Context: an optimization exercise on an open-source flow, tuned for small area and a short achievable clock period. The choices shown serve that exercise and are no tape-out recipe.
No run shown here included a check of the RTL's function; only the layout flow was run.

==> flow/design.v, too long to show whole: its modules and the start of the top module <==
// module pem_frame_seq: 73 lines
// module lockin_and2: 3 lines
// module lockin_addr_gate: 3 lines
// module lockin_mixer: 28 lines
// module lockin_mac: 595 lines
// module lockin_resolve: 154 lines
// module lockin_fa: 4 lines
// module lockin_fa_fast: 4 lines
// module lockin_xor: 3 lines
// module lockin_ha: 4 lines
// module lockin_chan: 53 lines
// module frame_accum: 41 lines
// module lockin_top: 57 lines
module lockin_top (
  input  wire                          alg_clk,
  input  wire                          alg_rst_n,
  input  wire                          search_end,
  input  wire                          pem_posedge,
  input  wire [16-1:0]   ref_dat,
  input  wire                          ref_dat_valid,
  input  wire [16-1:0]     wave_sine,
  input  wire [16-1:0]     wave_cosine,
  output wire                          wave_req,
  output wire [9-1:0]     wave_addr,
  output wire                          buf_refresh,
  output wire [40-1:0]      i_sum,
  output wire [40-1:0]      q_sum,
  output wire                          sum_valid
);
  // ...
==> flow/flow/run.sh <==
#!/bin/bash
# The standard layout, with the port buffers made from the smallest buffer
# cell instead of the default choice.  Everything else is the standard flow's own flow.
set -e
cp standard.sh standard_copy.log
export BUFFER_PORTS_ARGS="-buffer_cell sky130_fd_sc_hd__buf_1"
bash standard.sh > standard.log 2>&1
==> flow/standard.sh <==
#!/bin/bash
# synth_recipe.tcl (not shown) runs the flow's synth.tcl, then flattens the netlist and writes it again
# the make line also repeats each setting of config.mk as NAME=value (left out here)
make -C /OpenROAD-flow-scripts/flow DESIGN_CONFIG=/design/flow/config.mk WORK_HOME=/design/flow/orfs CLKGATE_MAP_FILE= SYNTH_SCRIPT=/design/flow/synth_recipe.tcl "${@:-finish}"
==> flow/config.mk <==
export PLATFORM = sky130hd
export DESIGN_NAME = lockin_top
export DESIGN_NICKNAME = lockin_top
export VERILOG_FILES = /design/flow/design.v
export SDC_FILE = /design/flow/constraint.sdc
export NUM_CORES = 4
export LEC_CHECK = 0
export ABC_CLOCK_PERIOD_IN_PS = 3500
export CAP_MARGIN = 20
export CORE_MARGIN = 2
export CORE_UTILIZATION = 65
export CTS_CLUSTER_DIAMETER = 150
export CTS_CLUSTER_SIZE = 20
export SETUP_SLACK_MARGIN = 3.6
export SLEW_MARGIN = 20
export SYNTH_HIERARCHICAL = 1
==> flow/constraint.sdc <==
create_clock -name core_clock -period 7.0 [get_ports {alg_clk}]
set_input_delay 1.4000 -clock core_clock [delete_from_list [all_inputs] [get_ports {alg_clk}]]
set_output_delay 1.4000 -clock core_clock [all_outputs]
set_load 0.01 [all_outputs]
==> flow_metrics.py, run 1 <==
metrics = {
    "setup_path": {
        "crit_path_end": "buf_refresh",
        "crit_type": "input port to output port",
        "timing.rr.end": "u_accum.u_chan_q.st[27]$_DFF_P_",
        "path_buf_inv": 2,
    },
    "route": {
        "wl_met1_um": 23300,
        "wl_met3_um": 2690,
        "num_vias": 16000,
        "drcViolationCount": 0,
        "wirelength_um": 53700,
    },
    "sta": {
        "max-slew-margin-rel_pct": 40.5,
        "finalSetupViolCount": 0,
    },
    "logic_synthesis": {
        "synth_mux_area_share_pct": 2.81,
        "syn_area_um2": 25300,
    },
    "clocking": {
        "postCtsHoldBufs": 0,
        "ctsResizeCount": 84,
    },
    "global_routing": {
        "grt_busiest_layer": "met2",
        "grt_use_met3_pct": 2.75,
    },
    "placement": {
        "io_buffer_count": 144,
    },
    "finish": {
        "reg_top3": "u_accum.u_chan_i.st: 65 flops, u_accum.u_chan_q.st: 65 flops",
        "multi_input_gates": 1602,
    },
    "status": {
        "status": "timing/DRC/antenna clean",
    },
    "floorplanning": {
        "die_x_um": 201,
    },
}
==> module lockin_mac, before the edit <==
module lockin_mac (
  input  wire [7:0]  one,
  input  wire [7:0]  two,
  input  wire [7:0]  neg,
  input  wire [15:0] s,
  input  wire [64:0] st_in,
  output wire [64:0] st_out
);
  wire pp0_0 = (one[0] & s[0]) ^ neg[0];
  wire pp0_1 = ((one[0] & s[1]) | (two[0] & s[0])) ^ neg[0];
  wire pp0_2 = ((one[0] & s[2]) | (two[0] & s[1])) ^ neg[0];
  wire pp0_3 = ((one[0] & s[3]) | (two[0] & s[2])) ^ neg[0];
  wire pp0_4 = ((one[0] & s[4]) | (two[0] & s[3])) ^ neg[0];
  wire pp0_5 = ((one[0] & s[5]) | (two[0] & s[4])) ^ neg[0];
  wire pp0_6 = ((one[0] & s[6]) | (two[0] & s[5])) ^ neg[0];
  wire pp0_7 = ((one[0] & s[7]) | (two[0] & s[6])) ^ neg[0];
  wire pp0_8 = ((one[0] & s[8]) | (two[0] & s[7])) ^ neg[0];
  wire pp0_9 = ((one[0] & s[9]) | (two[0] & s[8])) ^ neg[0];
  wire pp0_10 = ((one[0] & s[10]) | (two[0] & s[9])) ^ neg[0];
  wire pp0_11 = ((one[0] & s[11]) | (two[0] & s[10])) ^ neg[0];
  wire pp0_12 = ((one[0] & s[12]) | (two[0] & s[11])) ^ neg[0];
  wire pp0_13 = ((one[0] & s[13]) | (two[0] & s[12])) ^ neg[0];
  wire pp0_14 = ((one[0] & s[14]) | (two[0] & s[13])) ^ neg[0];
  wire pp0_15 = ((one[0] & s[15]) | (two[0] & s[14])) ^ neg[0];
  wire pp0_16 = ((one[0] & s[15]) | (two[0] & s[15])) ^ neg[0];
  wire pp1_0 = (one[1] & s[0]) ^ neg[1];
  wire pp1_1 = ((one[1] & s[1]) | (two[1] & s[0])) ^ neg[1];
  wire pp1_2 = ((one[1] & s[2]) | (two[1] & s[1])) ^ neg[1];
  wire pp1_3 = ((one[1] & s[3]) | (two[1] & s[2])) ^ neg[1];
  wire pp1_4 = ((one[1] & s[4]) | (two[1] & s[3])) ^ neg[1];
  wire pp1_5 = ((one[1] & s[5]) | (two[1] & s[4])) ^ neg[1];
  wire pp1_6 = ((one[1] & s[6]) | (two[1] & s[5])) ^ neg[1];
  wire pp1_7 = ((one[1] & s[7]) | (two[1] & s[6])) ^ neg[1];
  wire pp1_8 = ((one[1] & s[8]) | (two[1] & s[7])) ^ neg[1];
  wire pp1_9 = ((one[1] & s[9]) | (two[1] & s[8])) ^ neg[1];
  wire pp1_10 = ((one[1] & s[10]) | (two[1] & s[9])) ^ neg[1];
  wire pp1_11 = ((one[1] & s[11]) | (two[1] & s[10])) ^ neg[1];
  wire pp1_12 = ((one[1] & s[12]) | (two[1] & s[11])) ^ neg[1];
  wire pp1_13 = ((one[1] & s[13]) | (two[1] & s[12])) ^ neg[1];
  wire pp1_14 = ((one[1] & s[14]) | (two[1] & s[13])) ^ neg[1];
  wire pp1_15 = ((one[1] & s[15]) | (two[1] & s[14])) ^ neg[1];
  wire pp1_16 = ((one[1] & s[15]) | (two[1] & s[15])) ^ neg[1];
  wire pp2_0 = (one[2] & s[0]) ^ neg[2];
  wire pp2_1 = ((one[2] & s[1]) | (two[2] & s[0])) ^ neg[2];
  wire pp2_2 = ((one[2] & s[2]) | (two[2] & s[1])) ^ neg[2];
  wire pp2_3 = ((one[2] & s[3]) | (two[2] & s[2])) ^ neg[2];
  wire pp2_4 = ((one[2] & s[4]) | (two[2] & s[3])) ^ neg[2];
  wire pp2_5 = ((one[2] & s[5]) | (two[2] & s[4])) ^ neg[2];
  wire pp2_6 = ((one[2] & s[6]) | (two[2] & s[5])) ^ neg[2];
  wire pp2_7 = ((one[2] & s[7]) | (two[2] & s[6])) ^ neg[2];
  wire pp2_8 = ((one[2] & s[8]) | (two[2] & s[7])) ^ neg[2];
  wire pp2_9 = ((one[2] & s[9]) | (two[2] & s[8])) ^ neg[2];
  wire pp2_10 = ((one[2] & s[10]) | (two[2] & s[9])) ^ neg[2];
  wire pp2_11 = ((one[2] & s[11]) | (two[2] & s[10])) ^ neg[2];
  wire pp2_12 = ((one[2] & s[12]) | (two[2] & s[11])) ^ neg[2];
  wire pp2_13 = ((one[2] & s[13]) | (two[2] & s[12])) ^ neg[2];
  wire pp2_14 = ((one[2] & s[14]) | (two[2] & s[13])) ^ neg[2];
  wire pp2_15 = ((one[2] & s[15]) | (two[2] & s[14])) ^ neg[2];
  wire pp2_16 = ((one[2] & s[15]) | (two[2] & s[15])) ^ neg[2];
  wire pp3_0 = (one[3] & s[0]) ^ neg[3];
  wire pp3_1 = ((one[3] & s[1]) | (two[3] & s[0])) ^ neg[3];
  wire pp3_2 = ((one[3] & s[2]) | (two[3] & s[1])) ^ neg[3];
  wire pp3_3 = ((one[3] & s[3]) | (two[3] & s[2])) ^ neg[3];
  wire pp3_4 = ((one[3] & s[4]) | (two[3] & s[3])) ^ neg[3];
  wire pp3_5 = ((one[3] & s[5]) | (two[3] & s[4])) ^ neg[3];
  wire pp3_6 = ((one[3] & s[6]) | (two[3] & s[5])) ^ neg[3];
  wire pp3_7 = ((one[3] & s[7]) | (two[3] & s[6])) ^ neg[3];
  wire pp3_8 = ((one[3] & s[8]) | (two[3] & s[7])) ^ neg[3];
  wire pp3_9 = ((one[3] & s[9]) | (two[3] & s[8])) ^ neg[3];
  wire pp3_10 = ((one[3] & s[10]) | (two[3] & s[9])) ^ neg[3];
  wire pp3_11 = ((one[3] & s[11]) | (two[3] & s[10])) ^ neg[3];
  wire pp3_12 = ((one[3] & s[12]) | (two[3] & s[11])) ^ neg[3];
  wire pp3_13 = ((one[3] & s[13]) | (two[3] & s[12])) ^ neg[3];
  wire pp3_14 = ((one[3] & s[14]) | (two[3] & s[13])) ^ neg[3];
  wire pp3_15 = ((one[3] & s[15]) | (two[3] & s[14])) ^ neg[3];
  wire pp3_16 = ((one[3] & s[15]) | (two[3] & s[15])) ^ neg[3];
  wire pp4_0 = (one[4] & s[0]) ^ neg[4];
  wire pp4_1 = ((one[4] & s[1]) | (two[4] & s[0])) ^ neg[4];
  wire pp4_2 = ((one[4] & s[2]) | (two[4] & s[1])) ^ neg[4];
  wire pp4_3 = ((one[4] & s[3]) | (two[4] & s[2])) ^ neg[4];
  wire pp4_4 = ((one[4] & s[4]) | (two[4] & s[3])) ^ neg[4];
  wire pp4_5 = ((one[4] & s[5]) | (two[4] & s[4])) ^ neg[4];
  wire pp4_6 = ((one[4] & s[6]) | (two[4] & s[5])) ^ neg[4];
  wire pp4_7 = ((one[4] & s[7]) | (two[4] & s[6])) ^ neg[4];
  wire pp4_8 = ((one[4] & s[8]) | (two[4] & s[7])) ^ neg[4];
  wire pp4_9 = ((one[4] & s[9]) | (two[4] & s[8])) ^ neg[4];
  wire pp4_10 = ((one[4] & s[10]) | (two[4] & s[9])) ^ neg[4];
  wire pp4_11 = ((one[4] & s[11]) | (two[4] & s[10])) ^ neg[4];
  wire pp4_12 = ((one[4] & s[12]) | (two[4] & s[11])) ^ neg[4];
  wire pp4_13 = ((one[4] & s[13]) | (two[4] & s[12])) ^ neg[4];
  wire pp4_14 = ((one[4] & s[14]) | (two[4] & s[13])) ^ neg[4];
  wire pp4_15 = ((one[4] & s[15]) | (two[4] & s[14])) ^ neg[4];
  wire pp4_16 = ((one[4] & s[15]) | (two[4] & s[15])) ^ neg[4];
  wire pp5_0 = (one[5] & s[0]) ^ neg[5];
  wire pp5_1 = ((one[5] & s[1]) | (two[5] & s[0])) ^ neg[5];
  wire pp5_2 = ((one[5] & s[2]) | (two[5] & s[1])) ^ neg[5];
  wire pp5_3 = ((one[5] & s[3]) | (two[5] & s[2])) ^ neg[5];
  wire pp5_4 = ((one[5] & s[4]) | (two[5] & s[3])) ^ neg[5];
  wire pp5_5 = ((one[5] & s[5]) | (two[5] & s[4])) ^ neg[5];
  wire pp5_6 = ((one[5] & s[6]) | (two[5] & s[5])) ^ neg[5];
  wire pp5_7 = ((one[5] & s[7]) | (two[5] & s[6])) ^ neg[5];
  wire pp5_8 = ((one[5] & s[8]) | (two[5] & s[7])) ^ neg[5];
  wire pp5_9 = ((one[5] & s[9]) | (two[5] & s[8])) ^ neg[5];
  wire pp5_10 = ((one[5] & s[10]) | (two[5] & s[9])) ^ neg[5];
  wire pp5_11 = ((one[5] & s[11]) | (two[5] & s[10])) ^ neg[5];
  wire pp5_12 = ((one[5] & s[12]) | (two[5] & s[11])) ^ neg[5];
  wire pp5_13 = ((one[5] & s[13]) | (two[5] & s[12])) ^ neg[5];
  wire pp5_14 = ((one[5] & s[14]) | (two[5] & s[13])) ^ neg[5];
  wire pp5_15 = ((one[5] & s[15]) | (two[5] & s[14])) ^ neg[5];
  wire pp5_16 = ((one[5] & s[15]) | (two[5] & s[15])) ^ neg[5];
  wire pp6_0 = (one[6] & s[0]) ^ neg[6];
  wire pp6_1 = ((one[6] & s[1]) | (two[6] & s[0])) ^ neg[6];
  wire pp6_2 = ((one[6] & s[2]) | (two[6] & s[1])) ^ neg[6];
  wire pp6_3 = ((one[6] & s[3]) | (two[6] & s[2])) ^ neg[6];
  wire pp6_4 = ((one[6] & s[4]) | (two[6] & s[3])) ^ neg[6];
  wire pp6_5 = ((one[6] & s[5]) | (two[6] & s[4])) ^ neg[6];
  wire pp6_6 = ((one[6] & s[6]) | (two[6] & s[5])) ^ neg[6];
  wire pp6_7 = ((one[6] & s[7]) | (two[6] & s[6])) ^ neg[6];
  wire pp6_8 = ((one[6] & s[8]) | (two[6] & s[7])) ^ neg[6];
  wire pp6_9 = ((one[6] & s[9]) | (two[6] & s[8])) ^ neg[6];
  wire pp6_10 = ((one[6] & s[10]) | (two[6] & s[9])) ^ neg[6];
  wire pp6_11 = ((one[6] & s[11]) | (two[6] & s[10])) ^ neg[6];
  wire pp6_12 = ((one[6] & s[12]) | (two[6] & s[11])) ^ neg[6];
  wire pp6_13 = ((one[6] & s[13]) | (two[6] & s[12])) ^ neg[6];
  wire pp6_14 = ((one[6] & s[14]) | (two[6] & s[13])) ^ neg[6];
  wire pp6_15 = ((one[6] & s[15]) | (two[6] & s[14])) ^ neg[6];
  wire pp6_16 = ((one[6] & s[15]) | (two[6] & s[15])) ^ neg[6];
  wire pp7_0 = (one[7] & s[0]) ^ neg[7];
  wire pp7_1 = ((one[7] & s[1]) | (two[7] & s[0])) ^ neg[7];
  wire pp7_2 = ((one[7] & s[2]) | (two[7] & s[1])) ^ neg[7];
  wire pp7_3 = ((one[7] & s[3]) | (two[7] & s[2])) ^ neg[7];
  wire pp7_4 = ((one[7] & s[4]) | (two[7] & s[3])) ^ neg[7];
  wire pp7_5 = ((one[7] & s[5]) | (two[7] & s[4])) ^ neg[7];
  wire pp7_6 = ((one[7] & s[6]) | (two[7] & s[5])) ^ neg[7];
  wire pp7_7 = ((one[7] & s[7]) | (two[7] & s[6])) ^ neg[7];
  wire pp7_8 = ((one[7] & s[8]) | (two[7] & s[7])) ^ neg[7];
  wire pp7_9 = ((one[7] & s[9]) | (two[7] & s[8])) ^ neg[7];
  wire pp7_10 = ((one[7] & s[10]) | (two[7] & s[9])) ^ neg[7];
  wire pp7_11 = ((one[7] & s[11]) | (two[7] & s[10])) ^ neg[7];
  wire pp7_12 = ((one[7] & s[12]) | (two[7] & s[11])) ^ neg[7];
  wire pp7_13 = ((one[7] & s[13]) | (two[7] & s[12])) ^ neg[7];
  wire pp7_14 = ((one[7] & s[14]) | (two[7] & s[13])) ^ neg[7];
  wire pp7_15 = ((one[7] & s[15]) | (two[7] & s[14])) ^ neg[7];
  wire pp7_16 = ((one[7] & s[15]) | (two[7] & s[15])) ^ neg[7];
  wire hs0, hc0;
  lockin_ha u_hs0 (.a(neg[0]), .b(st_in[0]), .s(hs0), .co(hc0));
  wire hs1, hc1;
  lockin_ha u_hs1 (.a(st_in[1]), .b(hc0), .s(hs1), .co(hc1));
  wire fs0, fc0;
  lockin_fa u_fs0 (.a(neg[1]), .b(st_in[2]), .c(pp0_2), .s(fs0), .co(fc0));
  wire hs2, hc2;
  lockin_ha u_hs2 (.a(pp1_0), .b(hc1), .s(hs2), .co(hc2));
  wire fs1, fc1;
  lockin_fa u_fs1 (.a(st_in[3]), .b(pp0_3), .c(pp1_1), .s(fs1), .co(fc1));
  wire hs3, hc3;
  lockin_ha u_hs3 (.a(hc2), .b(fc0), .s(hs3), .co(hc3));
  wire fs2, fc2;
  lockin_fa u_fs2 (.a(neg[2]), .b(st_in[4]), .c(pp0_4), .s(fs2), .co(fc2));
  wire fs3, fc3;
  lockin_fa u_fs3 (.a(pp1_2), .b(pp2_0), .c(fc1), .s(fs3), .co(fc3));
  wire hs4, hc4;
  lockin_ha u_hs4 (.a(fs2), .b(hc3), .s(hs4), .co(hc4));
  wire fs4, fc4;
  lockin_fa u_fs4 (.a(st_in[5]), .b(pp0_5), .c(pp1_3), .s(fs4), .co(fc4));
  wire fs5, fc5;
  lockin_fa u_fs5 (.a(pp2_1), .b(fc2), .c(fs4), .s(fs5), .co(fc5));
  wire hs5, hc5;
  lockin_ha u_hs5 (.a(hc4), .b(fc3), .s(hs5), .co(hc5));
  wire fs6, fc6;
  lockin_fa u_fs6 (.a(neg[3]), .b(st_in[6]), .c(pp0_6), .s(fs6), .co(fc6));
  wire fs7, fc7;
  lockin_fa u_fs7 (.a(pp1_4), .b(pp2_2), .c(pp3_0), .s(fs7), .co(fc7));
  wire fs8, fc8;
  lockin_fa u_fs8 (.a(fc4), .b(fs6), .c(fs7), .s(fs8), .co(fc8));
  wire hs6, hc6;
  lockin_ha u_hs6 (.a(fc5), .b(hc5), .s(hs6), .co(hc6));
  wire fs9, fc9;
  lockin_fa u_fs9 (.a(st_in[7]), .b(pp0_7), .c(pp1_5), .s(fs9), .co(fc9));
  wire fs10, fc10;
  lockin_fa u_fs10 (.a(pp2_3), .b(pp3_1), .c(fc6), .s(fs10), .co(fc10));
  wire fs11, fc11;
  lockin_fa u_fs11 (.a(fc7), .b(fs9), .c(fs10), .s(fs11), .co(fc11));
  wire hs7, hc7;
  lockin_ha u_hs7 (.a(fc8), .b(hc6), .s(hs7), .co(hc7));
  wire fs12, fc12;
  lockin_fa u_fs12 (.a(neg[4]), .b(st_in[8]), .c(st_in[9]), .s(fs12), .co(fc12));
  wire fs13, fc13;
  lockin_fa u_fs13 (.a(st_in[10]), .b(pp0_8), .c(pp1_6), .s(fs13), .co(fc13));
  wire fs14, fc14;
  lockin_fa u_fs14 (.a(pp2_4), .b(pp3_2), .c(pp4_0), .s(fs14), .co(fc14));
  wire fs15, fc15;
  lockin_fa u_fs15 (.a(fs12), .b(fc9), .c(fs13), .s(fs15), .co(fc15));
  wire fs16, fc16;
  lockin_fa u_fs16 (.a(fs14), .b(fc10), .c(fs15), .s(fs16), .co(fc16));
  wire hs8, hc8;
  lockin_ha u_hs8 (.a(fc11), .b(hc7), .s(hs8), .co(hc8));
  wire fs17, fc17;
  lockin_fa u_fs17 (.a(st_in[11]), .b(st_in[12]), .c(pp0_9), .s(fs17), .co(fc17));
  wire fs18, fc18;
  lockin_fa u_fs18 (.a(pp1_7), .b(pp2_5), .c(pp3_3), .s(fs18), .co(fc18));
  wire fs19, fc19;
  lockin_fa u_fs19 (.a(pp4_1), .b(fc12), .c(fc13), .s(fs19), .co(fc19));
  wire fs20, fc20;
  lockin_fa u_fs20 (.a(fc14), .b(fs17), .c(fs18), .s(fs20), .co(fc20));
  wire fs21, fc21;
  lockin_fa u_fs21 (.a(fs19), .b(fc15), .c(fs20), .s(fs21), .co(fc21));
  wire hs9, hc9;
  lockin_ha u_hs9 (.a(fc16), .b(fs21), .s(hs9), .co(hc9));
  wire fs22, fc22;
  lockin_fa u_fs22 (.a(neg[5]), .b(st_in[13]), .c(st_in[14]), .s(fs22), .co(fc22));
  wire fs23, fc23;
  lockin_fa u_fs23 (.a(pp0_10), .b(pp1_8), .c(pp2_6), .s(fs23), .co(fc23));
  wire fs24, fc24;
  lockin_fa u_fs24 (.a(pp3_4), .b(pp4_2), .c(pp5_0), .s(fs24), .co(fc24));
  wire fs25, fc25;
  lockin_fa u_fs25 (.a(fs22), .b(fc17), .c(fc18), .s(fs25), .co(fc25));
  wire fs26, fc26;
  lockin_fa u_fs26 (.a(fs23), .b(fs24), .c(fc19), .s(fs26), .co(fc26));
  wire fs27, fc27;
  wire fp28;
  lockin_xor u_fp28 (.a(fs25), .b(fc20), .y(fp28));
  lockin_fa_fast u_fs27 (.p(fp28), .a(fs25), .c(fs26), .s(fs27), .co(fc27));
  wire hs10, hc10;
  lockin_ha u_hs10 (.a(fc21), .b(fs27), .s(hs10), .co(hc10));
  wire fs28, fc28;
  lockin_fa u_fs28 (.a(st_in[15]), .b(st_in[16]), .c(pp0_11), .s(fs28), .co(fc28));
  wire fs29, fc29;
  lockin_fa u_fs29 (.a(pp1_9), .b(pp2_7), .c(pp3_5), .s(fs29), .co(fc29));
  wire fs30, fc30;
  lockin_fa u_fs30 (.a(pp4_3), .b(pp5_1), .c(fc22), .s(fs30), .co(fc30));
  wire fs31, fc31;
  lockin_fa u_fs31 (.a(fc23), .b(fc24), .c(fs28), .s(fs31), .co(fc31));
  wire fs32, fc32;
  lockin_fa u_fs32 (.a(fs29), .b(fs30), .c(fc25), .s(fs32), .co(fc32));
  wire fs33, fc33;
  wire fp34;
  lockin_xor u_fp34 (.a(fs31), .b(fc26), .y(fp34));
  lockin_fa_fast u_fs33 (.p(fp34), .a(fs31), .c(fs32), .s(fs33), .co(fc33));
  wire hs11, hc11;
  lockin_ha u_hs11 (.a(fc27), .b(fs33), .s(hs11), .co(hc11));
  wire fs34, fc34;
  lockin_fa u_fs34 (.a(neg[6]), .b(st_in[17]), .c(st_in[18]), .s(fs34), .co(fc34));
  wire fs35, fc35;
  lockin_fa u_fs35 (.a(pp0_12), .b(pp1_10), .c(pp2_8), .s(fs35), .co(fc35));
  wire fs36, fc36;
  lockin_fa u_fs36 (.a(pp3_6), .b(pp4_4), .c(pp5_2), .s(fs36), .co(fc36));
  wire fs37, fc37;
  lockin_fa u_fs37 (.a(pp6_0), .b(fs34), .c(fc28), .s(fs37), .co(fc37));
  wire fs38, fc38;
  lockin_fa u_fs38 (.a(fc29), .b(fc30), .c(fs35), .s(fs38), .co(fc38));
  wire fs39, fc39;
  lockin_fa u_fs39 (.a(fs36), .b(fs37), .c(fc31), .s(fs39), .co(fc39));
  wire fs40, fc40;
  wire fp41;
  lockin_xor u_fp41 (.a(fs38), .b(fc32), .y(fp41));
  lockin_fa_fast u_fs40 (.p(fp41), .a(fs38), .c(fs39), .s(fs40), .co(fc40));
  wire hs12, hc12;
  lockin_ha u_hs12 (.a(fs40), .b(fc33), .s(hs12), .co(hc12));
  wire fs41, fc41;
  lockin_fa u_fs41 (.a(st_in[19]), .b(st_in[20]), .c(pp0_13), .s(fs41), .co(fc41));
  wire fs42, fc42;
  lockin_fa u_fs42 (.a(pp1_11), .b(pp2_9), .c(pp3_7), .s(fs42), .co(fc42));
  wire fs43, fc43;
  lockin_fa u_fs43 (.a(pp4_5), .b(pp5_3), .c(pp6_1), .s(fs43), .co(fc43));
  wire fs44, fc44;
  lockin_fa u_fs44 (.a(fc34), .b(fc35), .c(fc36), .s(fs44), .co(fc44));
  wire fs45, fc45;
  lockin_fa u_fs45 (.a(fs41), .b(fs42), .c(fs43), .s(fs45), .co(fc45));
  wire fs46, fc46;
  lockin_fa u_fs46 (.a(fc37), .b(fs44), .c(fc38), .s(fs46), .co(fc46));
  wire fs47, fc47;
  wire fp48;
  lockin_xor u_fp48 (.a(fs45), .b(fc39), .y(fp48));
  lockin_fa_fast u_fs47 (.p(fp48), .a(fs45), .c(fs46), .s(fs47), .co(fc47));
  wire hs13, hc13;
  lockin_ha u_hs13 (.a(fs47), .b(fc40), .s(hs13), .co(hc13));
  wire fs48, fc48;
  lockin_fa u_fs48 (.a(neg[7]), .b(st_in[21]), .c(st_in[22]), .s(fs48), .co(fc48));
  wire fs49, fc49;
  lockin_fa u_fs49 (.a(pp0_14), .b(pp1_12), .c(pp2_10), .s(fs49), .co(fc49));
  wire fs50, fc50;
  lockin_fa u_fs50 (.a(pp3_8), .b(pp4_6), .c(pp5_4), .s(fs50), .co(fc50));
  wire fs51, fc51;
  lockin_fa u_fs51 (.a(pp6_2), .b(pp7_0), .c(fs48), .s(fs51), .co(fc51));
  wire fs52, fc52;
  lockin_fa u_fs52 (.a(fc41), .b(fc42), .c(fc43), .s(fs52), .co(fc52));
  wire fs53, fc53;
  lockin_fa u_fs53 (.a(fs49), .b(fs50), .c(fs51), .s(fs53), .co(fc53));
  wire fs54, fc54;
  lockin_fa u_fs54 (.a(fc44), .b(fs52), .c(fc45), .s(fs54), .co(fc54));
  wire fs55, fc55;
  wire fp56;
  lockin_xor u_fp56 (.a(fs53), .b(fc46), .y(fp56));
  lockin_fa_fast u_fs55 (.p(fp56), .a(fs53), .c(fs54), .s(fs55), .co(fc55));
  wire hs14, hc14;
  lockin_ha u_hs14 (.a(fs55), .b(fc47), .s(hs14), .co(hc14));
  wire fs56, fc56;
  lockin_fa u_fs56 (.a(st_in[23]), .b(st_in[24]), .c(pp0_15), .s(fs56), .co(fc56));
  wire fs57, fc57;
  lockin_fa u_fs57 (.a(pp1_13), .b(pp2_11), .c(pp3_9), .s(fs57), .co(fc57));
  wire fs58, fc58;
  lockin_fa u_fs58 (.a(pp4_7), .b(pp5_5), .c(pp6_3), .s(fs58), .co(fc58));
  wire fs59, fc59;
  lockin_fa u_fs59 (.a(pp7_1), .b(fc48), .c(fc49), .s(fs59), .co(fc59));
  wire fs60, fc60;
  lockin_fa u_fs60 (.a(fc50), .b(fs56), .c(fs57), .s(fs60), .co(fc60));
  wire fs61, fc61;
  lockin_fa u_fs61 (.a(fs58), .b(fc51), .c(fc52), .s(fs61), .co(fc61));
  wire fs62, fc62;
  wire fp63;
  lockin_xor u_fp63 (.a(fs59), .b(fs60), .y(fp63));
  lockin_fa_fast u_fs62 (.p(fp63), .a(fs59), .c(fc53), .s(fs62), .co(fc62));
  wire fs63, fc63;
  wire fp64;
  lockin_xor u_fp64 (.a(fc54), .b(fs61), .y(fp64));
  lockin_fa_fast u_fs63 (.p(fp64), .a(fc54), .c(fs62), .s(fs63), .co(fc63));
  wire hs15, hc15;
  lockin_ha u_hs15 (.a(fs63), .b(fc55), .s(hs15), .co(hc15));
  wire fs64 = ~(st_in[25] ^ st_in[26]);
  wire fc64 = st_in[25] | st_in[26];
  wire fs65, fc65;
  lockin_fa u_fs65 (.a(~pp0_16), .b(pp1_14), .c(pp2_12), .s(fs65), .co(fc65));
  wire fs66, fc66;
  lockin_fa u_fs66 (.a(pp3_10), .b(pp4_8), .c(pp5_6), .s(fs66), .co(fc66));
  wire fs67, fc67;
  lockin_fa u_fs67 (.a(pp6_4), .b(pp7_2), .c(fs64), .s(fs67), .co(fc67));
  wire fs68, fc68;
  lockin_fa u_fs68 (.a(fc56), .b(fc57), .c(fc58), .s(fs68), .co(fc68));
  wire fs69, fc69;
  lockin_fa u_fs69 (.a(fs65), .b(fs66), .c(fs67), .s(fs69), .co(fc69));
  wire fs70, fc70;
  lockin_fa u_fs70 (.a(fc59), .b(fs68), .c(fc60), .s(fs70), .co(fc70));
  wire fs71, fc71;
  wire fp72;
  lockin_xor u_fp72 (.a(fs69), .b(fc61), .y(fp72));
  lockin_fa_fast u_fs71 (.p(fp72), .a(fs69), .c(fs70), .s(fs71), .co(fc71));
  wire fs72, fc72;
  wire fp73;
  lockin_xor u_fp73 (.a(fc62), .b(fs71), .y(fp73));
  lockin_fa_fast u_fs72 (.p(fp73), .a(fc62), .c(fc63), .s(fs72), .co(fc72));
  wire fs73 = ~(st_in[27] ^ st_in[28]);
  wire fc73 = st_in[27] | st_in[28];
  wire fs74, fc74;
  lockin_fa u_fs74 (.a(pp1_15), .b(pp2_13), .c(pp3_11), .s(fs74), .co(fc74));
  wire fs75, fc75;
  lockin_fa u_fs75 (.a(pp4_9), .b(pp5_7), .c(pp6_5), .s(fs75), .co(fc75));
  wire fs76, fc76;
  lockin_fa u_fs76 (.a(pp7_3), .b(fc64), .c(fs73), .s(fs76), .co(fc76));
  wire fs77, fc77;
  lockin_fa u_fs77 (.a(fc65), .b(fc66), .c(fs74), .s(fs77), .co(fc77));
  wire fs78, fc78;
  lockin_fa u_fs78 (.a(fs75), .b(fc67), .c(fs76), .s(fs78), .co(fc78));
  wire fs79, fc79;
  wire fp80;
  lockin_xor u_fp80 (.a(fc68), .b(fs77), .y(fp80));
  lockin_fa_fast u_fs79 (.p(fp80), .a(fc68), .c(fc69), .s(fs79), .co(fc79));
  wire fs80, fc80;
  wire fp81;
  lockin_xor u_fp81 (.a(fs78), .b(fc70), .y(fp81));
  lockin_fa_fast u_fs80 (.p(fp81), .a(fs78), .c(fs79), .s(fs80), .co(fc80));
  wire hs16, hc16;
  lockin_ha u_hs16 (.a(fs80), .b(fc71), .s(hs16), .co(hc16));
  wire fs81, fc81;
  lockin_fa u_fs81 (.a(st_in[29]), .b(st_in[30]), .c(~pp1_16), .s(fs81), .co(fc81));
  wire fs82, fc82;
  lockin_fa u_fs82 (.a(pp2_14), .b(pp3_12), .c(pp4_10), .s(fs82), .co(fc82));
  wire fs83, fc83;
  lockin_fa u_fs83 (.a(pp5_8), .b(pp6_6), .c(pp7_4), .s(fs83), .co(fc83));
  wire fs84, fc84;
  lockin_fa u_fs84 (.a(fc73), .b(fc74), .c(fc75), .s(fs84), .co(fc84));
  wire fs85, fc85;
  lockin_fa u_fs85 (.a(fs81), .b(fs82), .c(fs83), .s(fs85), .co(fc85));
  wire fs86, fc86;
  lockin_fa u_fs86 (.a(fc76), .b(fs84), .c(fc77), .s(fs86), .co(fc86));
  wire fs87, fc87;
  wire fp88;
  lockin_xor u_fp88 (.a(fs85), .b(fc78), .y(fp88));
  lockin_fa_fast u_fs87 (.p(fp88), .a(fs85), .c(fs86), .s(fs87), .co(fc87));
  wire fs88, fc88;
  wire fp89;
  lockin_xor u_fp89 (.a(fc79), .b(fs87), .y(fp89));
  lockin_fa_fast u_fs88 (.p(fp89), .a(fc79), .c(fc80), .s(fs88), .co(fc88));
  wire fs89 = ~(st_in[31] ^ st_in[32]);
  wire fc89 = st_in[31] | st_in[32];
  wire fs90, fc90;
  lockin_fa u_fs90 (.a(pp2_15), .b(pp3_13), .c(pp4_11), .s(fs90), .co(fc90));
  wire fs91, fc91;
  lockin_fa u_fs91 (.a(pp5_9), .b(pp6_7), .c(pp7_5), .s(fs91), .co(fc91));
  wire fs92, fc92;
  lockin_fa u_fs92 (.a(fs89), .b(fc81), .c(fc82), .s(fs92), .co(fc92));
  wire fs93, fc93;
  lockin_fa u_fs93 (.a(fc83), .b(fs90), .c(fs91), .s(fs93), .co(fc93));
  wire fs94, fc94;
  lockin_fa u_fs94 (.a(fc84), .b(fs92), .c(fc85), .s(fs94), .co(fc94));
  wire fs95, fc95;
  wire fp96;
  lockin_xor u_fp96 (.a(fs93), .b(fc86), .y(fp96));
  lockin_fa_fast u_fs95 (.p(fp96), .a(fs93), .c(fs94), .s(fs95), .co(fc95));
  wire hs17, hc17;
  lockin_ha u_hs17 (.a(fc87), .b(fs95), .s(hs17), .co(hc17));
  wire fs96, fc96;
  lockin_fa u_fs96 (.a(st_in[33]), .b(st_in[34]), .c(~pp2_16), .s(fs96), .co(fc96));
  wire fs97, fc97;
  lockin_fa u_fs97 (.a(pp3_14), .b(pp4_12), .c(pp5_10), .s(fs97), .co(fc97));
  wire fs98, fc98;
  lockin_fa u_fs98 (.a(pp6_8), .b(pp7_6), .c(fc89), .s(fs98), .co(fc98));
  wire fs99, fc99;
  lockin_fa u_fs99 (.a(fc90), .b(fc91), .c(fs96), .s(fs99), .co(fc99));
  wire fs100, fc100;
  lockin_fa u_fs100 (.a(fs97), .b(fs98), .c(fc92), .s(fs100), .co(fc100));
  wire fs101, fc101;
  wire fp102;
  lockin_xor u_fp102 (.a(fc93), .b(fs99), .y(fp102));
  lockin_fa_fast u_fs101 (.p(fp102), .a(fc93), .c(fc94), .s(fs101), .co(fc101));
  wire fs102, fc102;
  wire fp103;
  lockin_xor u_fp103 (.a(fs100), .b(fs101), .y(fp103));
  lockin_fa_fast u_fs102 (.p(fp103), .a(fs100), .c(fc95), .s(fs102), .co(fc102));
  wire fs103 = ~(st_in[35] ^ st_in[36]);
  wire fc103 = st_in[35] | st_in[36];
  wire fs104, fc104;
  lockin_fa u_fs104 (.a(pp3_15), .b(pp4_13), .c(pp5_11), .s(fs104), .co(fc104));
  wire fs105, fc105;
  lockin_fa u_fs105 (.a(pp6_9), .b(pp7_7), .c(fs103), .s(fs105), .co(fc105));
  wire fs106, fc106;
  lockin_fa u_fs106 (.a(fc96), .b(fc97), .c(fc98), .s(fs106), .co(fc106));
  wire fs107, fc107;
  lockin_fa u_fs107 (.a(fs104), .b(fs105), .c(fc99), .s(fs107), .co(fc107));
  wire fs108, fc108;
  wire fp109;
  lockin_xor u_fp109 (.a(fs106), .b(fc100), .y(fp109));
  lockin_fa_fast u_fs108 (.p(fp109), .a(fs106), .c(fs107), .s(fs108), .co(fc108));
  wire hs18, hc18;
  lockin_ha u_hs18 (.a(fc101), .b(fs108), .s(hs18), .co(hc18));
  wire fs109, fc109;
  lockin_fa u_fs109 (.a(st_in[37]), .b(st_in[38]), .c(~pp3_16), .s(fs109), .co(fc109));
  wire fs110, fc110;
  lockin_fa u_fs110 (.a(pp4_14), .b(pp5_12), .c(pp6_10), .s(fs110), .co(fc110));
  wire fs111, fc111;
  lockin_fa u_fs111 (.a(pp7_8), .b(fc103), .c(fc104), .s(fs111), .co(fc111));
  wire fs112, fc112;
  lockin_fa u_fs112 (.a(fs109), .b(fs110), .c(fc105), .s(fs112), .co(fc112));
  wire fs113, fc113;
  wire fp114;
  lockin_xor u_fp114 (.a(fc106), .b(fs111), .y(fp114));
  lockin_fa_fast u_fs113 (.p(fp114), .a(fc106), .c(fs112), .s(fs113), .co(fc113));
  wire fs114, fc114;
  wire fp115;
  lockin_xor u_fp115 (.a(fs113), .b(fc107), .y(fp115));
  lockin_fa_fast u_fs114 (.p(fp115), .a(fs113), .c(fc108), .s(fs114), .co(fc114));
  wire fs115 = ~(st_in[39] ^ st_in[40]);
  wire fc115 = st_in[39] | st_in[40];
  wire fs116, fc116;
  lockin_fa u_fs116 (.a(pp4_15), .b(pp5_13), .c(pp6_11), .s(fs116), .co(fc116));
  wire fs117, fc117;
  lockin_fa u_fs117 (.a(pp7_9), .b(fs115), .c(fc109), .s(fs117), .co(fc117));
  wire fs118, fc118;
  lockin_fa u_fs118 (.a(fc110), .b(fs116), .c(fc111), .s(fs118), .co(fc118));
  wire fs119, fc119;
  wire fp120;
  lockin_xor u_fp120 (.a(fs117), .b(fc112), .y(fp120));
  lockin_fa_fast u_fs119 (.p(fp120), .a(fs117), .c(fs118), .s(fs119), .co(fc119));
  wire hs19, hc19;
  lockin_ha u_hs19 (.a(fc113), .b(fs119), .s(hs19), .co(hc19));
  wire fs120, fc120;
  lockin_fa u_fs120 (.a(st_in[41]), .b(st_in[42]), .c(~pp4_16), .s(fs120), .co(fc120));
  wire fs121, fc121;
  lockin_fa u_fs121 (.a(pp5_14), .b(pp6_12), .c(pp7_10), .s(fs121), .co(fc121));
  wire fs122, fc122;
  lockin_fa u_fs122 (.a(fc115), .b(fc116), .c(fs120), .s(fs122), .co(fc122));
  wire fs123, fc123;
  lockin_fa u_fs123 (.a(fs121), .b(fc117), .c(fs122), .s(fs123), .co(fc123));
  wire fs124, fc124;
  wire fp125;
  lockin_xor u_fp125 (.a(fc118), .b(fs123), .y(fp125));
  lockin_fa_fast u_fs124 (.p(fp125), .a(fc118), .c(fc119), .s(fs124), .co(fc124));
  wire fs125 = ~(st_in[43] ^ st_in[44]);
  wire fc125 = st_in[43] | st_in[44];
  wire fs126, fc126;
  lockin_fa u_fs126 (.a(pp5_15), .b(pp6_13), .c(pp7_11), .s(fs126), .co(fc126));
  wire fs127, fc127;
  lockin_fa u_fs127 (.a(fs125), .b(fc120), .c(fc121), .s(fs127), .co(fc127));
  wire fs128, fc128;
  lockin_fa u_fs128 (.a(fs126), .b(fs127), .c(fc122), .s(fs128), .co(fc128));
  wire hs20, hc20;
  lockin_ha u_hs20 (.a(fc123), .b(fs128), .s(hs20), .co(hc20));
  wire fs129, fc129;
  lockin_fa u_fs129 (.a(st_in[45]), .b(st_in[46]), .c(~pp5_16), .s(fs129), .co(fc129));
  wire fs130, fc130;
  lockin_fa u_fs130 (.a(pp6_14), .b(pp7_12), .c(fc125), .s(fs130), .co(fc130));
  wire fs131, fc131;
  lockin_fa u_fs131 (.a(fc126), .b(fs129), .c(fs130), .s(fs131), .co(fc131));
  wire fs132, fc132;
  wire fp133;
  lockin_xor u_fp133 (.a(fc127), .b(fs131), .y(fp133));
  lockin_fa_fast u_fs132 (.p(fp133), .a(fc127), .c(fc128), .s(fs132), .co(fc132));
  wire fs133 = ~(st_in[47] ^ st_in[48]);
  wire fc133 = st_in[47] | st_in[48];
  wire fs134, fc134;
  lockin_fa u_fs134 (.a(pp6_15), .b(pp7_13), .c(fs133), .s(fs134), .co(fc134));
  wire fs135, fc135;
  lockin_fa u_fs135 (.a(fc129), .b(fc130), .c(fs134), .s(fs135), .co(fc135));
  wire hs21, hc21;
  lockin_ha u_hs21 (.a(fc131), .b(fs135), .s(hs21), .co(hc21));
  wire fs136, fc136;
  lockin_fa u_fs136 (.a(st_in[49]), .b(st_in[50]), .c(~pp6_16), .s(fs136), .co(fc136));
  wire fs137, fc137;
  lockin_fa u_fs137 (.a(pp7_14), .b(fc133), .c(fs136), .s(fs137), .co(fc137));
  wire fs138, fc138;
  wire fp139;
  lockin_xor u_fp139 (.a(fc134), .b(fs137), .y(fp139));
  lockin_fa_fast u_fs138 (.p(fp139), .a(fc134), .c(fc135), .s(fs138), .co(fc138));
  wire fs139 = ~(st_in[51] ^ st_in[52]);
  wire fc139 = st_in[51] | st_in[52];
  wire fs140, fc140;
  lockin_fa u_fs140 (.a(pp7_15), .b(fs139), .c(fc136), .s(fs140), .co(fc140));
  wire hs22, hc22;
  lockin_ha u_hs22 (.a(fs140), .b(fc137), .s(hs22), .co(hc22));
  wire fs141, fc141;
  lockin_fa u_fs141 (.a(st_in[53]), .b(st_in[54]), .c(~pp7_16), .s(fs141), .co(fc141));
  wire fs142, fc142;
  lockin_fa u_fs142 (.a(fc139), .b(fs141), .c(fc140), .s(fs142), .co(fc142));
  wire fs143 = ~(st_in[55] ^ st_in[56]);
  wire fc143 = st_in[55] | st_in[56];
  wire hs23, hc23;
  lockin_ha u_hs23 (.a(fs143), .b(fc141), .s(hs23), .co(hc23));
  wire fs144 = ~(st_in[57] ^ fc143);
  wire fc144 = st_in[57] | fc143;
  wire hs24 = ~st_in[58];
  wire hc24 = st_in[58];
  wire hs25 = ~st_in[59];
  wire hc25 = st_in[59];
  wire hs26 = ~st_in[60];
  wire hc26 = st_in[60];
  wire hs27 = ~st_in[61];
  wire hc27 = st_in[61];
  wire hs28 = ~st_in[62];
  wire hc28 = st_in[62];
  wire hs29 = ~st_in[63];
  wire hc29 = st_in[63];
  wire hs30 = ~st_in[64];
  wire hc30 = st_in[64];
  wire [39:0] ra = {hc29, hc28, hc27, hc26, hc25, hc24, fc144, hc23, fc142, hc22, fc138, hc21, fc132, hc20, fc124, hc19, fc114, hc18, fc102, hc17, fc88, hc16, fc72, hc15, hc14, hc13, hc12, hc11, hc10, hc9, hc8, fs16, fs11, fs8, fs5, fs3, fs1, fs0, pp0_1, pp0_0};
  wire [39:0] rb = {hs30, hs29, hs28, hs27, hs26, hs25, hs24, fs144, hs23, fs142, hs22, fs138, hs21, fs132, hs20, fs124, hs19, fs114, hs18, fs102, hs17, fs88, hs16, fs72, hs15, hs14, hs13, hs12, hs11, hs10, hs9, hs8, hs7, hs6, hs5, hs4, hs3, hs2, hs1, hs0};
  assign st_out[8:0] = {1'b0, ra[7:0]} + {1'b0, rb[7:0]};
  assign st_out[9] = ra[8];
  assign st_out[10] = rb[8];
  assign st_out[11] = ra[9];
  assign st_out[12] = rb[9];
  assign st_out[13] = ra[10];
  assign st_out[14] = rb[10];
  assign st_out[15] = ra[11];
  assign st_out[16] = rb[11];
  assign st_out[17] = ra[12];
  assign st_out[18] = rb[12];
  assign st_out[19] = ra[13];
  assign st_out[20] = rb[13];
  assign st_out[21] = ra[14];
  assign st_out[22] = rb[14];
  assign st_out[23] = ra[15];
  assign st_out[24] = rb[15];
  assign st_out[25] = ra[16];
  assign st_out[26] = rb[16];
  assign st_out[27] = ra[17];
  assign st_out[28] = rb[17];
  assign st_out[29] = ra[18];
  assign st_out[30] = rb[18];
  assign st_out[31] = ra[19];
  assign st_out[32] = rb[19];
  assign st_out[33] = ra[20];
  assign st_out[34] = rb[20];
  assign st_out[35] = ra[21];
  assign st_out[36] = rb[21];
  assign st_out[37] = ra[22];
  assign st_out[38] = rb[22];
  assign st_out[39] = ra[23];
  assign st_out[40] = rb[23];
  assign st_out[41] = ra[24];
  assign st_out[42] = rb[24];
  assign st_out[43] = ra[25];
  assign st_out[44] = rb[25];
  assign st_out[45] = ra[26];
  assign st_out[46] = rb[26];
  assign st_out[47] = ra[27];
  assign st_out[48] = rb[27];
  assign st_out[49] = ra[28];
  assign st_out[50] = rb[28];
  assign st_out[51] = ra[29];
  assign st_out[52] = rb[29];
  assign st_out[53] = ra[30];
  assign st_out[54] = rb[30];
  assign st_out[55] = ra[31];
  assign st_out[56] = rb[31];
  assign st_out[64:57] = ra[39:32] + rb[39:32];
endmodule
==> module lockin_chan, before the edit <==
module lockin_chan (
  input  wire                               alg_clk,
  input  wire [16-1:0]        mix_sample,
  input  wire                               mix_clear,
  input  wire [16-1:0]          wave,         
  output logic [40-1:0]          sum           
);
  logic [8-1:0] enc_one;
  logic [8-1:0] enc_two;
  logic [8-1:0] enc_neg;
  logic [8-1:0] mul_one;      
  logic [8-1:0] mul_two;      
  logic [8-1:0] mul_neg;      
  logic [16-1:0] mul_wave;
  logic                      mul_clear;
  logic [65-1:0]   st;
  logic [65-1:0]   nxt;
  logic [40-1:0]  res;
  logic [16:0] ext;           
  assign ext = {mix_sample, 1'b0};
  always_comb
  begin
    for (int d = 0; d < 8; d++)
    begin
      enc_one[d] = ext[2*d+1] ^ ext[2*d];
      enc_two[d] = (ext[2*d+2] & ~ext[2*d+1] & ~ext[2*d]) |
                   (~ext[2*d+2] & ext[2*d+1] & ext[2*d]);
      enc_neg[d] = ext[2*d+2] & ~(ext[2*d+1] & ext[2*d]);
    end
  end
  always_ff @(posedge alg_clk)
  begin
    mul_one   <= enc_one;
    mul_two   <= enc_two;
    mul_neg   <= enc_neg;
    mul_wave  <= wave;
    mul_clear <= mix_clear;
  end
  lockin_mac u_mac (
    .one     (mul_one),
    .two     (mul_two),
    .neg     (mul_neg),
    .s       (mul_wave),
    .st_in   (mul_clear ? '0 : st),
    .st_out  (nxt)
  );
  lockin_resolve u_res (.st(st), .sum(res));
  always_ff @(posedge alg_clk)
  begin
    st  <= nxt;
    sum <= res;            
  end
endmodule
==> run 2, diff against run 1 <==
--- a/flow/design.v
+++ b/flow/design.v
@@ -116,8 +116,8 @@
   input  wire [7:0]  two,
   input  wire [7:0]  neg,
   input  wire [15:0] s,
-  input  wire [64:0] st_in,
-  output wire [64:0] st_out
+  input  wire [62:0] st_in,
+  output wire [62:0] st_out
 );
   wire pp0_0 = (one[0] & s[0]) ^ neg[0];
   wire pp0_1 = ((one[0] & s[1]) | (two[0] & s[0])) ^ neg[0];
@@ -429,8 +429,8 @@
   lockin_fa_fast u_fs63 (.p(fp64), .a(fc54), .c(fs62), .s(fs63), .co(fc63));
   wire hs15, hc15;
   lockin_ha u_hs15 (.a(fs63), .b(fc55), .s(hs15), .co(hc15));
-  wire fs64 = ~(st_in[25] ^ st_in[26]);
-  wire fc64 = st_in[25] | st_in[26];
+  wire fs64, fc64;
+  lockin_fa u_fs64 (.a(1'b1), .b(st_in[25]), .c(st_in[26]), .s(fs64), .co(fc64));
   wire fs65, fc65;
   lockin_fa u_fs65 (.a(~pp0_16), .b(pp1_14), .c(pp2_12), .s(fs65), .co(fc65));
   wire fs66, fc66;
@@ -451,8 +451,8 @@
   wire fp73;
   lockin_xor u_fp73 (.a(fc62), .b(fs71), .y(fp73));
   lockin_fa_fast u_fs72 (.p(fp73), .a(fc62), .c(fc63), .s(fs72), .co(fc72));
-  wire fs73 = ~(st_in[27] ^ st_in[28]);
-  wire fc73 = st_in[27] | st_in[28];
+  wire fs73, fc73;
+  lockin_fa u_fs73 (.a(1'b1), .b(st_in[27]), .c(st_in[28]), .s(fs73), .co(fc73));
   wire fs74, fc74;
   lockin_fa u_fs74 (.a(pp1_15), .b(pp2_13), .c(pp3_11), .s(fs74), .co(fc74));
   wire fs75, fc75;
@@ -493,8 +493,8 @@
   wire fp89;
   lockin_xor u_fp89 (.a(fc79), .b(fs87), .y(fp89));
   lockin_fa_fast u_fs88 (.p(fp89), .a(fc79), .c(fc80), .s(fs88), .co(fc88));
-  wire fs89 = ~(st_in[31] ^ st_in[32]);
-  wire fc89 = st_in[31] | st_in[32];
+  wire fs89, fc89;
+  lockin_fa u_fs89 (.a(1'b1), .b(st_in[31]), .c(st_in[32]), .s(fs89), .co(fc89));
   wire fs90, fc90;
   lockin_fa u_fs90 (.a(pp2_15), .b(pp3_13), .c(pp4_11), .s(fs90), .co(fc90));
   wire fs91, fc91;
@@ -529,8 +529,8 @@
   wire fp103;
   lockin_xor u_fp103 (.a(fs100), .b(fs101), .y(fp103));
   lockin_fa_fast u_fs102 (.p(fp103), .a(fs100), .c(fc95), .s(fs102), .co(fc102));
-  wire fs103 = ~(st_in[35] ^ st_in[36]);
-  wire fc103 = st_in[35] | st_in[36];
+  wire fs103, fc103;
+  lockin_fa u_fs103 (.a(1'b1), .b(st_in[35]), .c(st_in[36]), .s(fs103), .co(fc103));
   wire fs104, fc104;
   lockin_fa u_fs104 (.a(pp3_15), .b(pp4_13), .c(pp5_11), .s(fs104), .co(fc104));
   wire fs105, fc105;
@@ -561,8 +561,8 @@
   wire fp115;
   lockin_xor u_fp115 (.a(fs113), .b(fc107), .y(fp115));
   lockin_fa_fast u_fs114 (.p(fp115), .a(fs113), .c(fc108), .s(fs114), .co(fc114));
-  wire fs115 = ~(st_in[39] ^ st_in[40]);
-  wire fc115 = st_in[39] | st_in[40];
+  wire fs115, fc115;
+  lockin_fa u_fs115 (.a(1'b1), .b(st_in[39]), .c(st_in[40]), .s(fs115), .co(fc115));
   wire fs116, fc116;
   lockin_fa u_fs116 (.a(pp4_15), .b(pp5_13), .c(pp6_11), .s(fs116), .co(fc116));
   wire fs117, fc117;
@@ -587,8 +587,8 @@
   wire fp125;
   lockin_xor u_fp125 (.a(fc118), .b(fs123), .y(fp125));
   lockin_fa_fast u_fs124 (.p(fp125), .a(fc118), .c(fc119), .s(fs124), .co(fc124));
-  wire fs125 = ~(st_in[43] ^ st_in[44]);
-  wire fc125 = st_in[43] | st_in[44];
+  wire fs125, fc125;
+  lockin_fa u_fs125 (.a(1'b1), .b(st_in[43]), .c(st_in[44]), .s(fs125), .co(fc125));
   wire fs126, fc126;
   lockin_fa u_fs126 (.a(pp5_15), .b(pp6_13), .c(pp7_11), .s(fs126), .co(fc126));
   wire fs127, fc127;
@@ -607,8 +607,8 @@
   wire fp133;
   lockin_xor u_fp133 (.a(fc127), .b(fs131), .y(fp133));
   lockin_fa_fast u_fs132 (.p(fp133), .a(fc127), .c(fc128), .s(fs132), .co(fc132));
-  wire fs133 = ~(st_in[47] ^ st_in[48]);
-  wire fc133 = st_in[47] | st_in[48];
+  wire fs133, fc133;
+  lockin_fa u_fs133 (.a(1'b1), .b(st_in[47]), .c(st_in[48]), .s(fs133), .co(fc133));
   wire fs134, fc134;
   lockin_fa u_fs134 (.a(pp6_15), .b(pp7_13), .c(fs133), .s(fs134), .co(fc134));
   wire fs135, fc135;
@@ -623,38 +623,36 @@
   wire fp139;
   lockin_xor u_fp139 (.a(fc134), .b(fs137), .y(fp139));
   lockin_fa_fast u_fs138 (.p(fp139), .a(fc134), .c(fc135), .s(fs138), .co(fc138));
-  wire fs139 = ~(st_in[51] ^ st_in[52]);
-  wire fc139 = st_in[51] | st_in[52];
+  wire fs139, fc139;
+  lockin_fa u_fs139 (.a(1'b1), .b(st_in[51]), .c(st_in[52]), .s(fs139), .co(fc139));
   wire fs140, fc140;
   lockin_fa u_fs140 (.a(pp7_15), .b(fs139), .c(fc136), .s(fs140), .co(fc140));
   wire hs22, hc22;
   lockin_ha u_hs22 (.a(fs140), .b(fc137), .s(hs22), .co(hc22));
   wire fs141, fc141;
-  lockin_fa u_fs141 (.a(st_in[53]), .b(st_in[54]), .c(~pp7_16), .s(fs141), .co(fc141));
-  wire fs142, fc142;
-  lockin_fa u_fs142 (.a(fc139), .b(fs141), .c(fc140), .s(fs142), .co(fc142));
-  wire fs143 = ~(st_in[55] ^ st_in[56]);
-  wire fc143 = st_in[55] | st_in[56];
+  lockin_fa u_fs141 (.a(st_in[53]), .b(~pp7_16), .c(fc139), .s(fs141), .co(fc141));
   wire hs23, hc23;
-  lockin_ha u_hs23 (.a(fs143), .b(fc141), .s(hs23), .co(hc23));
-  wire fs144 = ~(st_in[57] ^ fc143);
-  wire fc144 = st_in[57] | fc143;
-  wire hs24 = ~st_in[58];
-  wire hc24 = st_in[58];
-  wire hs25 = ~st_in[59];
-  wire hc25 = st_in[59];
-  wire hs26 = ~st_in[60];
-  wire hc26 = st_in[60];
-  wire hs27 = ~st_in[61];
-  wire hc27 = st_in[61];
-  wire hs28 = ~st_in[62];
-  wire hc28 = st_in[62];
-  wire hs29 = ~st_in[63];
-  wire hc29 = st_in[63];
-  wire hs30 = ~st_in[64];
-  wire hc30 = st_in[64];
-  wire [39:0] ra = {hc29, hc28, hc27, hc26, hc25, hc24, fc144, hc23, fc142, hc22, fc138, hc21, fc132, hc20, fc124, hc19, fc114, hc18, fc102, hc17, fc88, hc16, fc72, hc15, hc14, hc13, hc12, hc11, hc10, hc9, hc8, fs16, fs11, fs8, fs5, fs3, fs1, fs0, pp0_1, pp0_0};
-  wire [39:0] rb = {hs30, hs29, hs28, hs27, hs26, hs25, hs24, fs144, hs23, fs142, hs22, fs138, hs21, fs132, hs20, fs124, hs19, fs114, hs18, fs102, hs17, fs88, hs16, fs72, hs15, hs14, hs13, hs12, hs11, hs10, hs9, hs8, hs7, hs6, hs5, hs4, hs3, hs2, hs1, hs0};
+  lockin_ha u_hs23 (.a(fs141), .b(fc140), .s(hs23), .co(hc23));
+  wire fs142, fc142;
+  lockin_fa u_fs142 (.a(1'b1), .b(st_in[54]), .c(fc141), .s(fs142), .co(fc142));
+  wire hs24, hc24;
+  lockin_ha u_hs24 (.a(1'b1), .b(st_in[55]), .s(hs24), .co(hc24));
+  wire hs25, hc25;
+  lockin_ha u_hs25 (.a(1'b1), .b(st_in[56]), .s(hs25), .co(hc25));
+  wire hs26, hc26;
+  lockin_ha u_hs26 (.a(1'b1), .b(st_in[57]), .s(hs26), .co(hc26));
+  wire hs27, hc27;
+  lockin_ha u_hs27 (.a(1'b1), .b(st_in[58]), .s(hs27), .co(hc27));
+  wire hs28, hc28;
+  lockin_ha u_hs28 (.a(1'b1), .b(st_in[59]), .s(hs28), .co(hc28));
+  wire hs29, hc29;
+  lockin_ha u_hs29 (.a(1'b1), .b(st_in[60]), .s(hs29), .co(hc29));
+  wire hs30, hc30;
+  lockin_ha u_hs30 (.a(1'b1), .b(st_in[61]), .s(hs30), .co(hc30));
+  wire hs31, hc31;
+  lockin_ha u_hs31 (.a(1'b1), .b(st_in[62]), .s(hs31), .co(hc31));
+  wire [39:0] ra = {hc30, hc29, hc28, hc27, hc26, hc25, hc24, fc142, hc23, hc22, fc138, hc21, fc132, hc20, fc124, hc19, fc114, hc18, fc102, hc17, fc88, hc16, fc72, hc15, hc14, hc13, hc12, hc11, hc10, hc9, hc8, fs16, fs11, fs8, fs5, fs3, fs1, fs0, pp0_1, pp0_0};
+  wire [39:0] rb = {hs31, hs30, hs29, hs28, hs27, hs26, hs25, hs24, fs142, hs23, hs22, fs138, hs21, fs132, hs20, fs124, hs19, fs114, hs18, fs102, hs17, fs88, hs16, fs72, hs15, hs14, hs13, hs12, hs11, hs10, hs9, hs8, hs7, hs6, hs5, hs4, hs3, hs2, hs1, hs0};
   assign st_out[8:0] = {1'b0, ra[7:0]} + {1'b0, rb[7:0]};
   assign st_out[9] = ra[8];
   assign st_out[10] = rb[8];
@@ -700,14 +698,10 @@
   assign st_out[50] = rb[28];
   assign st_out[51] = ra[29];
   assign st_out[52] = rb[29];
-  assign st_out[53] = ra[30];
-  assign st_out[54] = rb[30];
-  assign st_out[55] = ra[31];
-  assign st_out[56] = rb[31];
-  assign st_out[64:57] = ra[39:32] + rb[39:32];
+  assign st_out[62:53] = ra[39:30] + rb[39:30];
 endmodule
 module lockin_resolve (
-  input  wire [64:0] st,
+  input  wire [62:0] st,
   output wire [39:0] sum
 );
   wire rp0 = st[9] ^ st[10];
@@ -754,26 +748,26 @@
   wire rg20 = st[49] & st[50];
   wire rp21 = st[51] ^ st[52];
   wire rg21 = st[51] & st[52];
-  wire rp22 = st[53] ^ st[54];
-  wire rg22 = st[53] & st[54];
-  wire rp23 = st[55] ^ st[56];
-  wire rg23 = st[55] & st[56];
-  wire rp24 = st[57] ^ 1'b0;
-  wire rg24 = st[57] & 1'b0;
-  wire rp25 = st[58] ^ 1'b0;
-  wire rg25 = st[58] & 1'b0;
-  wire rp26 = st[59] ^ 1'b0;
-  wire rg26 = st[59] & 1'b0;
-  wire rp27 = st[60] ^ 1'b0;
-  wire rg27 = st[60] & 1'b0;
-  wire rp28 = st[61] ^ 1'b0;
-  wire rg28 = st[61] & 1'b0;
-  wire rp29 = st[62] ^ 1'b0;
-  wire rg29 = st[62] & 1'b0;
-  wire rp30 = st[63] ^ 1'b0;
-  wire rg30 = st[63] & 1'b0;
-  wire rp31 = st[64] ^ 1'b0;
-  wire rg31 = st[64] & 1'b0;
+  wire rp22 = st[53] ^ 1'b0;
+  wire rg22 = st[53] & 1'b0;
+  wire rp23 = st[54] ^ 1'b0;
+  wire rg23 = st[54] & 1'b0;
+  wire rp24 = st[55] ^ 1'b0;
+  wire rg24 = st[55] & 1'b0;
+  wire rp25 = st[56] ^ 1'b0;
+  wire rg25 = st[56] & 1'b0;
+  wire rp26 = st[57] ^ 1'b0;
+  wire rg26 = st[57] & 1'b0;
+  wire rp27 = st[58] ^ 1'b0;
+  wire rg27 = st[58] & 1'b0;
+  wire rp28 = st[59] ^ 1'b0;
+  wire rg28 = st[59] & 1'b0;
+  wire rp29 = st[60] ^ 1'b0;
+  wire rg29 = st[60] & 1'b0;
+  wire rp30 = st[61] ^ 1'b0;
+  wire rg30 = st[61] & 1'b0;
+  wire rp31 = st[62] ^ 1'b0;
+  wire rg31 = st[62] & 1'b0;
   wire rc0 = rg0 | (rp0 & st[8]);
   wire rn1g = rg1 | (rp1 & rc0);
   wire rn2g = rg3 | (rp3 & rg2);
@@ -892,8 +886,8 @@
   logic [8-1:0] mul_neg;      
   logic [16-1:0] mul_wave;
   logic                      mul_clear;
-  logic [65-1:0]   st;
-  logic [65-1:0]   nxt;
+  logic [63-1:0]   st;
+  logic [63-1:0]   nxt;
   logic [40-1:0]  res;
   logic [16:0] ext;           
   assign ext = {mix_sample, 1'b0};
==> run 2 against run 1 <==
Still clean on timing, DRC and antenna. Synthesized cell count down 2.8%. Register-to-register slack worse by 0.02 ns. Sequential cell count down 4. Sequential share of layout area down 0.58 points. Cell area up 1.3%. Critical path depth up 6. Via count up 1.3%. Worst setup slack worse by 0.013 ns. Cell count down 0.32%. Largest cell class unchanged.
==> flow_metrics.py, run 2 <==
metrics = {
    "sta": {
        "tns_ns": 0,
        "maxSlewViolCount": 0,
        "max_freq_mhz": 298,
        "finalCriticalPeriod_ns": 3.36,
        "hold_viol_final": 0,
        "max-slew-margin-rel_pct": 38.1,
        "rsz0062_at_grt": "true",
        "finalSetupViolCount": 0,
        "finalClockSkew_ns": 0.0478,
        "worst_pin_slew_ns": 0.929,
        "period_share_pct": 48.0,
    },
    "route": {
        "wl_per_cell_um": 19.8,
        "ant_nets": 0,
        "drtPass1Iterations": 6,
        "drcViolationCount": 0,
        "drt-initial-drc-count": 1168,
        "wirelength_um": 55200,
        "num_vias": 16200,
        "viasPerCell": 5.82,
    },
    "floorplanning": {
        "rows": 71,
        "die_x_um": 200,
        "initial_core_util_pct": 66.1,
        "fp.dieH_um": 200,
        "num_io_pins": 145,
        "core_um2": 37800,
        "dieArea_um2": 40000,
    },
    "clocking": {
        "htree_levels": 1,
        "clock-sinks": 323,
        "clockRootBuffer": "clkbuf_16",
        "postCtsHoldBufs": 0,
        "clockBufferDepth": 3,
        "tritoncts": "done",
        "cts_buffers": 20,
        "clk_latency_ns": 0.58,
        "clk_pin_slew_ns": 0.09,
    },
    "logic_synthesis": {
        "synthArstFlopShare_pct": 5.26,
        "syn_area_per_cell_um2": 10.9,
        "synth_top_area_cell": "dfxtp_1",
        "yosysWarnings": 10,
        "syn_inst": 2292,
        "synth_top_area_share_pct": 24.5,
        "yosys.area_share.simple_pct": 7.86,
        "synth.top_cells.by_count": "dfxtp_1, xnor2_1, fa_1",
        "yosys-top-cells-area": "dfxtp_1, fa_1, xnor2_1, ha_1, a22oi_1",
        "synth-edff-count": 0,
        "synth_top_family_by_area": "adder cells",
        "synth_most_common_cell": "dfxtp_1",
        "synthAdderAreaFrac_pct": 29.7,
        "synth_seq_cells": 323,
        "syn_area_um2": 25000,
        "synth-xor-area-share_pct": 15.0,
        "synth-compound-area-share_pct": 11.6,
        "synth_cell_types": 59,
        "synth_top_flop_cell": "dfxtp_1",
        "ys_seq_area_share_pct": 26.2,
        "synth_mux_area_share_pct": 2.85,
    },
    "finish": {
        "postLayoutCoreUtil_pct": 69.6,
        "final_common_cell": "xnor2_1",
        "syn2layout_area_growth_pct": 5.28,
        "final_nets": 2756,
        "final_cell_mix": "xnor2_1, fa_1, a22oi_1",
        "reg_top3": "u_accum.u_chan_i.st: 63 flops, u_accum.u_chan_q.st: 63 flops",
        "drive_gt1_share_pct": 12.1,
        "fillers": 2939,
    },
    "global_routing": {
        "antenna_found_initial": 4,
        "grt_use_total_pct": 28.3,
        "grt.overflow.total": 0,
        "grt_pass1_wl_um": 88700,
        "grt_pass1_vias": 16600,
        "grt_start_max_net_pins": 29,
    },
    "setup_path": {
        "crit_type": "flip-flop to flip-flop",
        "critPathRequiredTime_ns": 7.47,
        "slowest_stage": "fa_1",
        "cp_max_fo": 26,
        "startpoint_type": "flip-flop",
        "path_cells": "buf_4, bufbuf_16, nor2b_1, fa_1, fa_1, xor2_1, xor2_1, xor2_1, mux2_4",
        "end_kind": "flip-flop",
        "crit_path_max_incr_delay_ns": 0.54,
        "crit_arrival_ns": 3.83,
        "crit_top_cell": "xor2_1",
    },
    "placement": {
        "dp_hpwl_um": 40100,
        "io_buffer_count": 144,
        "gp_congestion": 0.842,
    },
    "min_path": {
        "hold_class": "flip-flop to flip-flop",
    },
    "status": {
        "status": "timing/DRC/antenna clean",
    },
    "job": {
        "maxCapViolations": 0,
    },
}
==> run 2: cell families after synthesis <==
group	Yosys count
AND/OR/NAND/NOR	339
other	2
adder cells (fa/ha/maj)	432
flip-flops	323
buffers and inverters	327
XOR/XNOR	428
AO/OA/AOI/OAI	393
multiplexers	48
==> run 2: timing repair <==
action	4_1_cts	5_1_grt
setup endpoints to repair	79	27
setup buffers	6	23
pin swaps	0	15
resized for setup	103	94
gates cloned	1	1
==> run 2: layout make-up <==
class	instances	area, um^2	area share [%]
Antenna cell	1	2.50	0.00952
Clock buffer	23	512	1.95
Sequential cell	323	6820	25.9
Inverter	66	248	0.942
Tap cell	511	639	2.43
Clock inverter	2	50.0	0.190
Multi-Input combinational cell	1674	17000	64.8
Timing Repair Buffer	186	972	3.70
==> run 2: worst paths after layout <==
kind,start,endpoint,slack (ns),cells after the start
max,u_accum.u_chan_q.mul_clear$_DFF_P_,u_accum.u_chan_q.st[35]$_DFF_P_,3.64,9
min,u_accum.u_chan_q.st[6]$_DFF_P_,u_accum.u_chan_q.sum[6]$_DFF_P_,0.35,0
max reg2reg,u_accum.u_chan_q.mul_clear$_DFF_P_,u_accum.u_chan_q.st[35]$_DFF_P_,3.64,9
min reg2reg,u_accum.u_chan_q.st[6]$_DFF_P_,u_accum.u_chan_q.sum[6]$_DFF_P_,0.35,0
max in group asynchronous,alg_rst_n,u_seq.addr_r[4]$_DFFE_PN0P_,5.49,1
min in group asynchronous,alg_rst_n,u_seq.addr_r[8]$_DFFE_PN0P_,0.94,1
==> run 2: per-layer routing <==
layer,up-vias,track usage (%),wire length (um)
li1,7493,-,-
met3,93,4.77,3490
met2,537,44.5,25300
met5,-,0,44
met1,8074,40.7,25000
met4,6,7.74,1380
==> run 2: through the flow <==
stage	setup slack (ns)	cells	area [um^2]	hold WS, ns
after floorplan	3.60	2324	25200	0.325
after global placement	3.10	2729	24900	0.333
after detailed placement	3.02	2729	24900	0.329
after CTS	3.59	2761	25800	0.349
after global routing	3.52	2785	26300	0.361
final	3.64	2786	26300	0.349
==> run 2: modules after synthesis (local to each module, per instance), excerpt <==
module / area (um^2) / cells / times used
lockin_addr_gate: 11.3 / 1 / 9
lockin_fa_fast: 23.8 / 2 / 46
lockin_ha: 12.5 / 1 / 64
lockin_mac: 3500 / 478 / 2
lockin_mixer: 518 / 37 / 1
lockin_resolve: 1180 / 141 / 2
lockin_xor: 8.76 / 1 / 46
pem_frame_seq: 672 / 64 / 1
==> run 2: worst max-delay path: cells and delay by family, from the launching register on <==
family	cells	cell delay (ns)
AND/OR/NAND/NOR	1	0.28
XOR/XNOR	3	0.81
buffers and inverters	2	0.47
multiplexers	1	0.34
adder cells (fa/ha/maj)	2	1.00
flip-flops	1	0.37

## static timing again, ports no longer ideal
In the flow no input, the clock included, has a driving cell. The finished layouts below were timed again as built, in two steps.
Step 1 (the two cells are an assumption about what drives the block):
set clk [get_ports {alg_clk}]
set_driving_cell -lib_cell sky130_fd_sc_hd__clkbuf_16 $clk
set_driving_cell -lib_cell sky130_fd_sc_hd__buf_2 [delete_from_list [all_inputs] $clk]
Step 2, shift: input delay + t, output delay - t, t = (earliest + latest rising clock arrival at the registers) / 2. This alone moves slack from input paths to output paths.
Three values: ideal, step 1, step 2; two values: the first two.
run | shift t [ns] | setup slack, ns | worst setup path after step 2 | worst register clock-pin slew, ns | cell pins on the clock port's net
run 1 | 0.599 | 3.655 / 3.631 / 3.631 | input to output | 0.09 / 0.09 | 1
run 2 | 0.609 | 3.642 / 3.642 / 3.642 | register to register | 0.09 / 0.09 | 1
After both steps every run listed still meets setup and hold. The setup slack of run 1, which loses most, moves by -0.024 ns with the drivers and by -0.024 ns with both steps.
